From an optimization exercise on the open Yosys and OpenROAD flow, aimed at small area; shortcuts taken in it are not production practice. Only simulation tests tie the RTL to the original design; equivalence was not proved. The clock port is modelled as an ideal driver; clocking choices that lean on that would not hold on a real chip. No activity file was given, so power comes from the tool's default toggle rates.

// core_top
module core_top (
    input  logic                    clk,
    input  logic                    arst_n,
    input  logic                    psel,
    input  logic                    penable,
    input  logic                    pwrite,
    input  logic [8-1:0] paddr,
    input  logic [32-1:0]   pwdata,
    output logic [32-1:0]   prdata,
    output logic                    pready,
    output logic                    pslverr
);
Settings: LEC_CHECK=0, CAP_MARGIN=20, CORE_MARGIN=2, CORE_UTILIZATION=35, CTS_BUF_LIST=sky130_fd_sc_hd__clkbuf_4, CTS_CLUSTER_DIAMETER=40, CTS_CLUSTER_SIZE=10, GPL_TIMING_DRIVEN=0, PLACE_DENSITY=0.55, SETUP_SLACK_MARGIN=0.6, SLEW_MARGIN=20; clock period 8.0 ns.
standard.sh (not shown) runs the stock make flow with config.mk's settings and CLKGATE_MAP_FILE= SYNTH_SCRIPT=/design/flow/synth_recipe.tcl, a recipe that flattens the netlist after the stock synthesis.
==> flow/flow/run.sh <==
#!/bin/bash
# Standard synthesis, unchanged; then the standard layout with these changes to
# how it is made:
#  - clock tree: sink clusters of up to 10 on clkbuf_4, and no dummy loads
#  - port buffers: sky130_fd_sc_hd__buf_1 on every input and output port
#  - buffers from synthesis are removed before global placement
#    (flow/place_prep.tcl), and repair may not use buffers larger than buf_4
#    (flow/dont_use.tcl, run before each repairing step)
set -euo pipefail
bash standard.sh synth > synth.log 2>&1
export CTS_ARGS='-sink_clustering_enable -repair_clock_nets -sink_clustering_size 10 -sink_clustering_max_diameter 40 -buf_list {sky130_fd_sc_hd__clkbuf_4} -dont_use_dummy_load'
export BUFFER_PORTS_ARGS="-inputs -outputs -buffer_cell sky130_fd_sc_hd__buf_1"
DU="$PWD/flow/dont_use.tcl"
export PRE_FLOORPLAN_TCL="$DU" PRE_GLOBAL_PLACE_TCL="$PWD/flow/place_prep.tcl" PRE_RESIZE_TCL="$DU" PRE_DETAIL_PLACE_TCL="$DU" PRE_CTS_TCL="$DU" PRE_REPAIR_TIMING_POST_PLACE_TCL="$DU" PRE_DETAIL_ROUTE_TCL="$DU"
bash standard.sh > layout.log 2>&1
==> flow/flow/dont_use.tcl <==
# Keep repair from using the largest buffers, so it fixes slew with smaller ones.
set_dont_use {sky130_fd_sc_hd__buf_6 sky130_fd_sc_hd__buf_8 sky130_fd_sc_hd__buf_12 sky130_fd_sc_hd__buf_16 sky130_fd_sc_hd__bufbuf_8 sky130_fd_sc_hd__bufbuf_16 sky130_fd_sc_hd__clkbuf_16}
==> flow/flow/place_prep.tcl <==
# Before global placement: drop the buffers that synthesis inserted, so that
# repair (limited to small buffers by dont_use.tcl) buffers the nets itself.
source [file join [file dirname [info script]] dont_use.tcl]
remove_buffers
The baseline produced a clean layout.
Edit:
--- a/flow/flow/run.sh
+++ b/flow/flow/run.sh
@@ -9,5 +9,5 @@
 set -euo pipefail
 bash standard.sh synth > synth.log 2>&1
-export CTS_ARGS='-sink_clustering_enable -repair_clock_nets -sink_clustering_size 10 -sink_clustering_max_diameter 40 -buf_list {sky130_fd_sc_hd__clkbuf_4} -dont_use_dummy_load'
+export CTS_ARGS='-sink_clustering_enable -repair_clock_nets -sink_clustering_size 10 -sink_clustering_max_diameter 35 -buf_list {sky130_fd_sc_hd__clkbuf_4} -dont_use_dummy_load'
 export BUFFER_PORTS_ARGS="-inputs -outputs -buffer_cell sky130_fd_sc_hd__buf_1"
 DU="$PWD/flow/dont_use.tcl"
CAP_MARGIN = 25   (was 20)
CORE_UTILIZATION = 40   (was 35)
CTS_CLUSTER_DIAMETER = 35   (was 40)
PLACE_DENSITY = 0.6   (was 0.55)
SLEW_MARGIN = 25   (was 20)
=> Global-route usage came out higher by 2.9 points. Setup slack loses 0.11 ns. Non-clock buffer count came out higher by 9. Critical path depth came out higher by 1. Clock-buffer cell count came out higher by 10. Synthesized cell count stays the same. Design area is about the same. Final cell count came out lower by a few percent.

========
Another version of the RTL of core_top (not shown whole).
Size in the first run: about 42000 um2 of cells after synthesis.
export LEC_CHECK = 0
export CAP_MARGIN = 20
export CORE_MARGIN = 2
export CORE_UTILIZATION = 30
export PLACE_DENSITY = 0.5
export SLEW_MARGIN = 20
create_clock -name core_clock -period 8.0 [get_ports {clk}]
run.sh (not shown) runs the stock make flow with config.mk's settings and CLKGATE_MAP_FILE= SYNTH_SCRIPT=/design/flow/synth_recipe.tcl, a recipe that flattens the netlist after the stock synthesis.
Stock flow here: none of the scripts above is used.
Rerun with:
- CAP_MARGIN: 20 -> 0
- CORE_UTILIZATION: 30 -> 50
- CTS_BUF_LIST: unset -> sky130_fd_sc_hd__clkbuf_2 sky130_fd_sc_hd__clkbuf_4
- GPL_TIMING_DRIVEN: unset -> 0
- PLACE_DENSITY: 0.5 -> 0.65
- SLEW_MARGIN: 20 -> 0
What happened: The changed run completed, yet does not pass: capacitance limit, slew limit, setup timing; die area drops by about 40%; synthesized area stays the same; fmax drops by 5.3%; wire length drops by 4.5%; total power drops by about 5%; cell count drops by about 11%; setup slack got worse by 0.43 ns; global-route usage climbs by 15 points; cell area drops by 1.5%; clock skew climbs by 0.081 ns; non-clock buffer count drops by 74.

========
The RTL this note starts from:
==> flow/design.v <==
package rv_isa_pkg;
    localparam logic [6:0] OPC_OPIMM  = 7'b0010011;
    localparam logic [6:0] OPC_AUIPC  = 7'b0010111;
    localparam logic [6:0] OPC_LUI    = 7'b0110111;
    localparam logic [6:0] OPC_SYSTEM = 7'b1110011;
    localparam logic [2:0] F3_ADDI = 3'b000;
    localparam logic [2:0] F3_PRIV = 3'b000;
    localparam logic [11:0] IMM_EBREAK = 12'h001;
    typedef enum logic [1:0] {
        CMD_NOP  = 2'd0,   
        CMD_ADD  = 2'd1,   
        CMD_PASS = 2'd2,   
        CMD_HALT = 2'd3    
    } cmd_e;
    typedef struct packed {
        logic [11:0]             imm12;
        logic [5-1:0] rs1;
        logic [2:0]              funct3;
        logic [5-1:0] rd;
        logic [6:0]              opcode;
    } i_fmt_t;
    typedef struct packed {
        logic [19:0]             imm20;
        logic [5-1:0] rd;
        logic [6:0]              opcode;
    } u_fmt_t;
    typedef union packed {
        i_fmt_t i_fmt;
        u_fmt_t u_fmt;
    } inst_u;
endpackage
package core_apb_pkg;
    localparam logic [8-1:0] ADDR_INST     = 8'h00;   
    localparam logic [8-1:0] ADDR_PC       = 8'h04;   
    localparam logic [8-1:0] ADDR_STATUS   = 8'h08;   
    localparam logic [8-1:0] ADDR_REG_BASE = 8'h80;
    localparam int unsigned STAT_HALTED  = 0;   
    localparam int unsigned STAT_ILLEGAL = 1;   
endpackage
module core_top (
    input  logic                    clk,
    input  logic                    arst_n,
    input  logic                    psel,
    input  logic                    penable,
    input  logic                    pwrite,
    input  logic [8-1:0] paddr,
    input  logic [32-1:0]   pwdata,
    output logic [32-1:0]   prdata,
    output logic                    pready,
    output logic                    pslverr
);
    localparam int unsigned NREGS = 1 << 5;
    logic [31:0] inst;
    logic        inst_vld;   
    logic [31:2] pc;
    logic        exec;       
    logic        halted;
    logic        illegal;
    logic        clr;        
    logic [31:0] regs [1:NREGS-1];
    logic [6:0] opcode;
    logic [2:0] funct3;
    logic       is_addi, is_lui, is_auipc, is_ebreak, is_legal;
    assign opcode    = inst[6:0];
    assign funct3    = inst[14:12];
    assign is_addi   = (opcode == 7'b0010011) && (funct3 == 3'b000);
    assign is_lui    = (opcode == 7'b0110111);
    assign is_auipc  = (opcode == 7'b0010111);
    assign is_ebreak = (opcode == 7'b1110011) && (funct3 == 3'b000) && (inst[31:20] == 12'h001);
    assign is_legal  = is_addi || is_lui || is_auipc || is_ebreak;
    logic                access;
    logic                hi;           
    logic                lo_ok;        
    logic                inst_we;
    logic [4:0]          ra_d, ra;           
    logic                ra_en_d, ra_en;     
    logic                sel_pc_d, sel_pc;
    logic                sel_inst_d, sel_inst;
    logic                sel_stat_d, sel_stat;
    logic [NREGS-1:1]    sel_r;
    logic [31:0]         rdata;
    assign access = psel && penable;
    assign hi     = paddr[7] && (paddr[1:0] == 2'b00);
    assign lo_ok  = (paddr[7:4] == 4'h0) && (paddr[1:0] == 2'b00);
    always_comb begin
        if (inst_we) begin
            ra_d       = pwdata[19:15];
            ra_en_d    = (pwdata[6:0] == 7'b0010011) && (pwdata[14:12] == 3'b000);
            sel_pc_d   = (pwdata[6:0] == 7'b0010111);
            sel_inst_d = 1'b0;
            sel_stat_d = 1'b0;
        end else begin
            ra_d       = paddr[6:2];
            ra_en_d    = hi;
            sel_pc_d   = lo_ok && (paddr[3:2] == 2'b01);
            sel_inst_d = lo_ok && (paddr[3:2] == 2'b00) && inst_vld;
            sel_stat_d = lo_ok && (paddr[3:2] == 2'b10);
        end
    end
    always_ff @(posedge clk) begin
        ra <= ra_d;
    end
    always_ff @(posedge clk or negedge arst_n) begin
        if (!arst_n) begin
            ra_en    <= 1'b0;
            sel_pc   <= 1'b0;
            sel_inst <= 1'b0;
            sel_stat <= 1'b0;
        end else begin
            ra_en    <= ra_en_d;
            sel_pc   <= sel_pc_d;
            sel_inst <= sel_inst_d;
            sel_stat <= sel_stat_d;
        end
    end
    always_comb begin
        for (int i = 1; i < NREGS; i++) begin
            sel_r[i] = ra_en && (ra == i[4:0]);
        end
    end
    always_comb begin
        rdata = ({pc, 2'b00} & {32{sel_pc}}) |
                (inst & {32{sel_inst}}) |
                ({30'd0, illegal, halted} & {32{sel_stat}});
        for (int i = 1; i < NREGS; i++) begin
            rdata = rdata | (regs[i] & {32{sel_r[i]}});
        end
    end
    logic wr_ok, rd_ok;
    assign wr_ok   = (paddr == 8'h00) && !halted;
    assign rd_ok   = hi || (lo_ok && (paddr[3:2] != 2'b11));
    assign inst_we = access && pwrite && wr_ok;
    assign prdata  = rdata;
    assign pready  = 1'b1;
    assign pslverr = access && (pwrite ? !wr_ok : !rd_ok);
    logic        imm_u, imm_i;
    logic [31:0] imm;
    logic [31:0] result;
    logic        wen;
    assign imm_u = exec && (is_lui || is_auipc);
    assign imm_i = exec && !(is_lui || is_auipc);
    assign imm   = ({inst[31:12], 12'h000} & {32{imm_u}}) |
                   ({{20{inst[31]}}, inst[31:20]} & {32{imm_i}});
    logic [31:0] ap, ag, bp, bg;
    always_comb begin
        ap = rdata ^ imm;
        ag = rdata & imm;
        bp = ap;
        bg = ag;
        for (int i = 1; i <= 5; i++) begin
            for (int j = 2**i - 1; j < 32; j = j + 2**i) begin
                bg[j] = bg[j] | (bp[j] & bg[j - 2**(i-1)]);
                bp[j] = bp[j] & bp[j - 2**(i-1)];
            end
        end
        for (int i = 5; i > 0; i--) begin
            for (int j = 2**i + 2**(i-1) - 1; j < 32; j = j + 2**i) begin
                bg[j] = bg[j] | (bp[j] & bg[j - 2**(i-1)]);
                bp[j] = bp[j] & bp[j - 2**(i-1)];
            end
        end
        result = ap ^ {bg[30:0], 1'b0};
    end
    assign wen = exec && (is_addi || is_lui || is_auipc) && (inst[11:7] != 5'd0);
    always_ff @(posedge clk) begin
        for (int i = 1; i < NREGS; i++) begin
            if (clr || (wen && (inst[11:7] == i[4:0]))) begin
                regs[i] <= result;
            end
        end
    end
    always_ff @(posedge clk or negedge arst_n) begin
        if (!arst_n) begin
            clr <= 1'b1;
        end else begin
            clr <= 1'b0;
        end
    end
    always_ff @(posedge clk) begin
        if (inst_we) begin
            inst <= pwdata;
        end
    end
    always_ff @(posedge clk or negedge arst_n) begin
        if (!arst_n) begin
            inst_vld <= 1'b0;
            exec     <= 1'b0;
            pc       <= 30'h2000_0000;   
            halted   <= 1'b0;
            illegal  <= 1'b0;
        end else begin
            exec <= inst_we;   
            if (inst_we) begin
                inst_vld <= 1'b1;
            end
            if (exec) begin
                if (is_ebreak) begin
                    halted <= 1'b1;
                end else begin
                    pc <= pc + 30'd1;
                end
                if (!is_legal) begin
                    illegal <= 1'b1;
                end
            end
        end
    end
endmodule
export LEC_CHECK = 0
export CAP_MARGIN = 25
export CORE_MARGIN = 2
export CORE_UTILIZATION = 35
export CTS_BUF_LIST = sky130_fd_sc_hd__clkbuf_4
export CTS_CLUSTER_DIAMETER = 40
export CTS_CLUSTER_SIZE = 10
export GPL_TIMING_DRIVEN = 0
export PLACE_DENSITY = 0.55
export SETUP_SLACK_MARGIN = 0.6
export SLEW_MARGIN = 25
create_clock -name core_clock -period 8.0 [get_ports {clk}]
standard.sh (not shown) runs the stock make flow with config.mk's settings and CLKGATE_MAP_FILE= SYNTH_SCRIPT=/design/flow/synth_recipe.tcl, a recipe that flattens the netlist after the stock synthesis.
==> flow/flow/run.sh <==
#!/bin/bash
# Standard synthesis, unchanged; then the standard layout with three changes to
# how it is made:
#  - clock tree: sink clusters of up to 10 on clkbuf_4, and no dummy loads
#  - port buffers: sky130_fd_sc_hd__buf_1 on every input and output port
#  - repair after synthesis may not use buffers larger than buf_4
#    (flow/dont_use.tcl, run before each repairing step)
set -euo pipefail
bash standard.sh synth > synth.log 2>&1
export CTS_ARGS='-sink_clustering_enable -repair_clock_nets -sink_clustering_size 10 -sink_clustering_max_diameter 40 -buf_list {sky130_fd_sc_hd__clkbuf_4} -dont_use_dummy_load'
export BUFFER_PORTS_ARGS="-inputs -outputs -buffer_cell sky130_fd_sc_hd__buf_1"
DU="$PWD/flow/dont_use.tcl"
export PRE_FLOORPLAN_TCL="$DU" PRE_GLOBAL_PLACE_TCL="$DU" PRE_RESIZE_TCL="$DU" PRE_DETAIL_PLACE_TCL="$DU" PRE_CTS_TCL="$DU" PRE_REPAIR_TIMING_POST_PLACE_TCL="$DU" PRE_DETAIL_ROUTE_TCL="$DU"
bash standard.sh > layout.log 2>&1
Scripts as last shown in full above: flow/flow/dont_use.tcl
The baseline finished clean.
Next try:
==> flow/run.sh (new file) <==
#!/bin/bash
# synth_recipe.tcl (not shown) runs the flow's synth.tcl, then flattens the netlist and writes it again
# the make line also repeats each setting of config.mk as NAME=value (left out here)
make -C /OpenROAD-flow-scripts/flow DESIGN_CONFIG=/design/flow/config.mk WORK_HOME=/design/flow/orfs CLKGATE_MAP_FILE= SYNTH_SCRIPT=/design/flow/synth_recipe.tcl finish
- CAP_MARGIN: 25 -> 15
- CORE_UTILIZATION: 35 -> 45
- CTS_BUF_LIST: sky130_fd_sc_hd__clkbuf_4 -> sky130_fd_sc_hd__clkbuf_4 sky130_fd_sc_hd__clkbuf_8
- CTS_CLUSTER_DIAMETER: 40 -> 50
- CTS_CLUSTER_SIZE: 10 -> 12
- PLACE_DENSITY: 0.55 -> 0.6
- SETUP_SLACK_MARGIN: 0.6 -> not set
- SLEW_MARGIN: 25 -> 15
removed: flow/flow/run.sh
removed: flow/flow/dont_use.tcl
removed: flow/standard.sh
Effect: With this change the flow finished but failed the layout checks on setup timing. Worst setup slack degrades by 0.80 ns. Design area grows by 4.4%. Non-clock buffer count decreases by 16. Worst hold slack gains 0.11 ns. First-iteration DRC count rose by 6.2%. Total power increases by 9.2%. Clock-buffer cell count shrinks by 18. Final cell count shrinks by 8.5%.
Next try:
==> flow/flow/run.sh (new file) <==
#!/bin/bash
# Standard synthesis, unchanged; then the standard layout with these changes to
# how it is made:
#  - clock tree: sink clusters of up to 10 on clkbuf_4, and no dummy loads
#  - port buffers: sky130_fd_sc_hd__buf_1 on every input and output port
#  - buffers from synthesis are removed before global placement
#    (flow/place_prep.tcl), and repair may not use buffers larger than buf_4
#    (flow/dont_use.tcl, run before each repairing step)
set -euo pipefail
bash standard.sh synth > synth.log 2>&1
export CTS_ARGS='-sink_clustering_enable -repair_clock_nets -sink_clustering_size 10 -sink_clustering_max_diameter 40 -buf_list {sky130_fd_sc_hd__clkbuf_4} -dont_use_dummy_load'
export BUFFER_PORTS_ARGS="-inputs -outputs -buffer_cell sky130_fd_sc_hd__buf_1"
DU="$PWD/flow/dont_use.tcl"
export PRE_FLOORPLAN_TCL="$DU" PRE_GLOBAL_PLACE_TCL="$PWD/flow/place_prep.tcl" PRE_RESIZE_TCL="$DU" PRE_DETAIL_PLACE_TCL="$DU" PRE_CTS_TCL="$DU" PRE_REPAIR_TIMING_POST_PLACE_TCL="$DU" PRE_DETAIL_ROUTE_TCL="$DU"
bash standard.sh > layout.log 2>&1
==> flow/flow/dont_use.tcl (new file) <==
# Keep repair from using the largest buffers, so it fixes slew with smaller ones.
set_dont_use {sky130_fd_sc_hd__buf_6 sky130_fd_sc_hd__buf_8 sky130_fd_sc_hd__buf_12 sky130_fd_sc_hd__buf_16 sky130_fd_sc_hd__bufbuf_8 sky130_fd_sc_hd__bufbuf_16 sky130_fd_sc_hd__clkbuf_16}
==> flow/flow/place_prep.tcl (new file) <==
# Before global placement: drop the buffers that synthesis inserted, so that
# repair (limited to small buffers by dont_use.tcl) buffers the nets itself.
source [file join [file dirname [info script]] dont_use.tcl]
remove_buffers
==> flow/standard.sh (new file) <==
#!/bin/bash
# synth_recipe.tcl (not shown) runs the flow's synth.tcl, then flattens the netlist and writes it again
# the make line also repeats each setting of config.mk as NAME=value (left out here)
make -C /OpenROAD-flow-scripts/flow DESIGN_CONFIG=/design/flow/config.mk WORK_HOME=/design/flow/orfs CLKGATE_MAP_FILE= SYNTH_SCRIPT=/design/flow/synth_recipe.tcl "${@:-finish}"
- CAP_MARGIN: 15 -> 25
- CORE_UTILIZATION: 45 -> 35
- CTS_BUF_LIST: sky130_fd_sc_hd__clkbuf_4 sky130_fd_sc_hd__clkbuf_8 -> sky130_fd_sc_hd__clkbuf_4
- CTS_CLUSTER_DIAMETER: 50 -> 40
- CTS_CLUSTER_SIZE: 12 -> 10
- PLACE_DENSITY: 0.6 -> 0.55
- SETUP_SLACK_MARGIN: not set -> 0.6
- SLEW_MARGIN: 15 -> 25
removed: flow/run.sh
What happened:
- With this change the flow passed the timing, design-rule and antenna checks
- routed wire length decreases by 9.5%
- clock skew went up by 0.098 ns
- non-clock buffer count decreases by 39
- utilization is lower by 14 points
Next try:
==> flow/run.sh (new file) <==
#!/bin/bash
# synth_recipe.tcl (not shown) runs the flow's synth.tcl, then flattens the netlist and writes it again
# the make line also repeats each setting of config.mk as NAME=value (left out here)
make -C /OpenROAD-flow-scripts/flow DESIGN_CONFIG=/design/flow/config.mk WORK_HOME=/design/flow/orfs CLKGATE_MAP_FILE= SYNTH_SCRIPT=/design/flow/synth_recipe.tcl finish
- CAP_MARGIN: 25 -> 15
- CORE_UTILIZATION: 35 -> 45
- CTS_BUF_LIST: sky130_fd_sc_hd__clkbuf_4 -> sky130_fd_sc_hd__clkbuf_4 sky130_fd_sc_hd__clkbuf_8
- CTS_CLUSTER_DIAMETER: 40 -> 50
- CTS_CLUSTER_SIZE: 10 -> 12
- PLACE_DENSITY: 0.55 -> 0.6
- SLEW_MARGIN: 25 -> 15
removed: flow/flow/run.sh
removed: flow/flow/dont_use.tcl
removed: flow/flow/place_prep.tcl
removed: flow/standard.sh
Outcome: With this change the flow reached the layout checks and failed them: capacitance limit, slew limit; utilization went up by 14 points; clock-buffer cell count went down by 22; hold slack gains 0.016 ns; sequential power hardly moves; critical path depth went down by 1; flip-flop and latch count does not change; wire length went up by 11%; non-clock buffer count went up by 43; worst setup slack loses 0.41 ns.

what the ideal ports hide:
Ports are ideal in the flow. The routed layouts listed here were re-timed in OpenROAD.
Step 1 sets driving cells, clkbuf_16 on the clock port and buf_2 on the other inputs (assumed; they add their load-dependent delay and slew).
Step 2 also shifts input and output timing later by t, the mid clock arrival at the registers, as if the neighbouring blocks saw the same clock.
Slacks: no drivers / after step 1 / after step 2; pairs: no drivers / after step 1.
| run | t, ns | setup slack, ns | pins driven straight from the clock port |
|---|---|---|---|
| the first run of note 1 | 1.060 | 0.909 / 0.909 / 0.909 | 1 |
| the second run of note 1 | 1.065 | 0.796 / 0.796 / 0.796 | 1 |
| the first run of note 2 | 0.776 | 0.350 / 0.396 / -0.379 | 1 |
| the second run of note 2 | 1.171 | -0.075 / -0.097 / -1.153 | 1 |
| the first run of note 3 | 1.109 | 0.768 / 0.768 / 0.768 | 1 |
| the second run of note 3 | 0.821 | -0.035 / -0.035 / -0.035 | 1 |
| the third run of note 3 | 1.092 | 0.916 / 0.916 / 0.916 | 1 |
| the fourth run of note 3 | 0.820 | 0.504 / 0.504 / 0.504 | 1 |
With both steps, setup timing fails in the first run of note 2, where it was met with ideal ports. For the second run of note 2, which loses most, drivers alone change the setup slack by -0.022 ns; drivers and shift together by -1.078 ns.
